This is an optimization exercise on Yosys and OpenROAD, whose aim is small area, a short achievable clock period and few clock cycles, not a production implementation. In this exercise RTL edits were held to simulation tests only and were not proved equivalent to the original. Power and IR drop assume default switching activity.

Design cpu_top, start of the top module:
module cpu_top (
    input  logic             clk,
    input  logic             rst_n,
    input  logic [32-1:0] instr,
    output logic [32-1:0] i_addr,
    input  logic [32-1:0] mem_rd_data,
    output logic [32-1:0] mem_addr,
    output logic [32-1:0] mem_wr_data,
    output logic             mem_wr,
    output logic             halted
);
Size in the first run: roughly 4,200 cells after synthesis, roughly 57,000 um^2 of cells after synthesis.
make LEC_CHECK=0 CAP_MARGIN=20 CORE_MARGIN=2 CORE_UTILIZATION=40 CTS_CLUSTER_DIAMETER=70 CTS_CLUSTER_SIZE=22 PLACE_DENSITY=0.72 SETUP_SLACK_MARGIN=3.25 SLEW_MARGIN=20 SYNTH_HIERARCHICAL=1 finish   # period 7.0 ns
run.sh (not shown) runs the stock make flow with config.mk's settings and CLKGATE_MAP_FILE= SYNTH_SCRIPT=/design/flow/synth_recipe.tcl, a recipe that flattens the netlist after the stock synthesis.
Testbench counts at the start, summed over its fixed seeds: cycles 349,546.
Change:
--- a/flow/config.mk
+++ b/flow/config.mk
@@ -8,5 +8,5 @@
 export CAP_MARGIN = 20
 export CORE_MARGIN = 2
-export CORE_UTILIZATION = 40
+export CORE_UTILIZATION = 50
 export CTS_CLUSTER_DIAMETER = 70
 export CTS_CLUSTER_SIZE = 22
What happened: The new run passed the timing, design-rule and antenna checks; utilization goes up by 13 points; wire length is higher by a few percent; flip-flop and latch count is unchanged; final area came out higher slightly; non-clock buffer count went up by 56; power increases by a few percent.
Change:
--- a/flow/config.mk
+++ b/flow/config.mk
@@ -8,8 +8,6 @@
 export CAP_MARGIN = 20
 export CORE_MARGIN = 2
-export CORE_UTILIZATION = 50
-export CTS_CLUSTER_DIAMETER = 70
-export CTS_CLUSTER_SIZE = 22
-export PLACE_DENSITY = 0.72
+export CORE_UTILIZATION = 40
+export PLACE_DENSITY = 0.6
 export SETUP_SLACK_MARGIN = 3.25
 export SLEW_MARGIN = 20
Result: Via count fell by 0.54%. Power grows by 6.8%. Combinational power decreases by 4.9%. Final area rises by 1.6%. Non-clock buffer count fell by 70.
Change:
--- a/flow/config.mk
+++ b/flow/config.mk
@@ -9,5 +9,7 @@
 export CORE_MARGIN = 2
 export CORE_UTILIZATION = 40
-export PLACE_DENSITY = 0.6
+export CTS_CLUSTER_DIAMETER = 70
+export CTS_CLUSTER_SIZE = 22
+export PLACE_DENSITY = 0.8
 export SETUP_SLACK_MARGIN = 3.25
 export SLEW_MARGIN = 20
Outcome: Worst setup slack degrades by 0.015 ns. Wire length came out lower by 9.2%. Clock-buffer cell count came out lower by 64.
Change:
--- a/flow/config.mk
+++ b/flow/config.mk
@@ -11,6 +11,6 @@
 export CTS_CLUSTER_DIAMETER = 70
 export CTS_CLUSTER_SIZE = 22
-export PLACE_DENSITY = 0.8
-export SETUP_SLACK_MARGIN = 3.25
+export PLACE_DENSITY = 0.6
+export SETUP_SLACK_MARGIN = 3.5
 export SLEW_MARGIN = 20
 export SYNTH_HIERARCHICAL = 1
=> The new run completed without violations. Non-clock buffer count increases by 190. Setup slack is better by 0.074 ns. Routed wire length increases by about 14%. Maximum frequency increases by about 2%. Global-route usage increases by 3.2 points. Synthesized cell count does not change. Via count increases by about 1.5%.


Setup of lane 1:
Another version of the RTL of cpu_top (not shown whole).
Size in the first run: ~3900 cells after synthesis, about 54000 µm² of cells after synthesis.
clock: 7.0 ns
lec_check: 0
cap_margin: 20
core_margin: 2
core_utilization: 40
cts_cluster_diameter: 70
cts_cluster_size: 22
place_density: 0.6
setup_slack_margin: 3.0
slew_margin: 20
synth_hierarchical: 1
Testbench counts of lane 1, summed over its fixed seeds: cycles 349,546.
Setup changes, lane 1 to lane 2
- changing CTS_CLUSTER_SIZE from 22 to 30
- changing CTS_CLUSTER_DIAMETER from 70 to 100
==> summary.txt <==
- Total power draw for lane 2: 4.7% down relative to lane 1
- Against lane 1 as the reference, lane 2 delivers a lower utilization.
- Comparing lane 2 against lane 1, there is no change at all in die span in y.
- The higher antenna cell count of lane 2 and lane 1 is in lane 1.
- Comparing worst setup slack for lane 2 and lane 1, the bigger number came from lane 2.
- Lane 2 against lane 1: clock network power saw a decrease, post-cts resize count now smaller.
- Relative to lane 1, the number of standard cells in the final layout excluding fillers measured on lane 2 has decreased slightly.

==> re-timing with driven ports <==
The flow's constraints put no driver on any port. The routed layouts listed below were extracted and timed again, unchanged, in two steps.
Step 1 sets driving cells, clkbuf_16 on the clock port and buf_2 on the other inputs (assumed; they add their load-dependent delay and slew).
Step 2, shift: input delay + t, output delay - t, t = (earliest + latest rising clock arrival at the registers) / 2. This alone moves slack from input paths to output paths.
a / b / c = ideal ports / drivers / drivers and shift; a / b = the first two.
run	t (ns)	setup slack, ns	worst setup path at the end	slew at the worst register clock pin (ns)
the first run of note 1	0.756	3.130 / 3.151 / 2.421	input to register	0.10 / 0.10
the second run of note 1	0.748	3.067 / 3.067 / 2.410	input to register	0.10 / 0.10
the third run of note 1	0.816	3.140 / 3.026 / 2.210	input to register	0.07 / 0.07
the fourth run of note 1	0.759	3.126 / 3.065 / 2.306	input to register	0.10 / 0.10
the fifth run of note 1	0.784	3.200 / 3.229 / 2.444	input to register	0.10 / 0.10
lane 1	0.764	2.711 / 2.649 / 1.885	input to register	0.09 / 0.09
lane 2	0.793	2.744 / 2.701 / 1.908	input to register	0.12 / 0.12
After both steps every run listed still meets setup and hold. For the third run of note 1, which loses most, drivers alone change the setup slack by -0.114 ns; drivers and shift together by -0.930 ns.
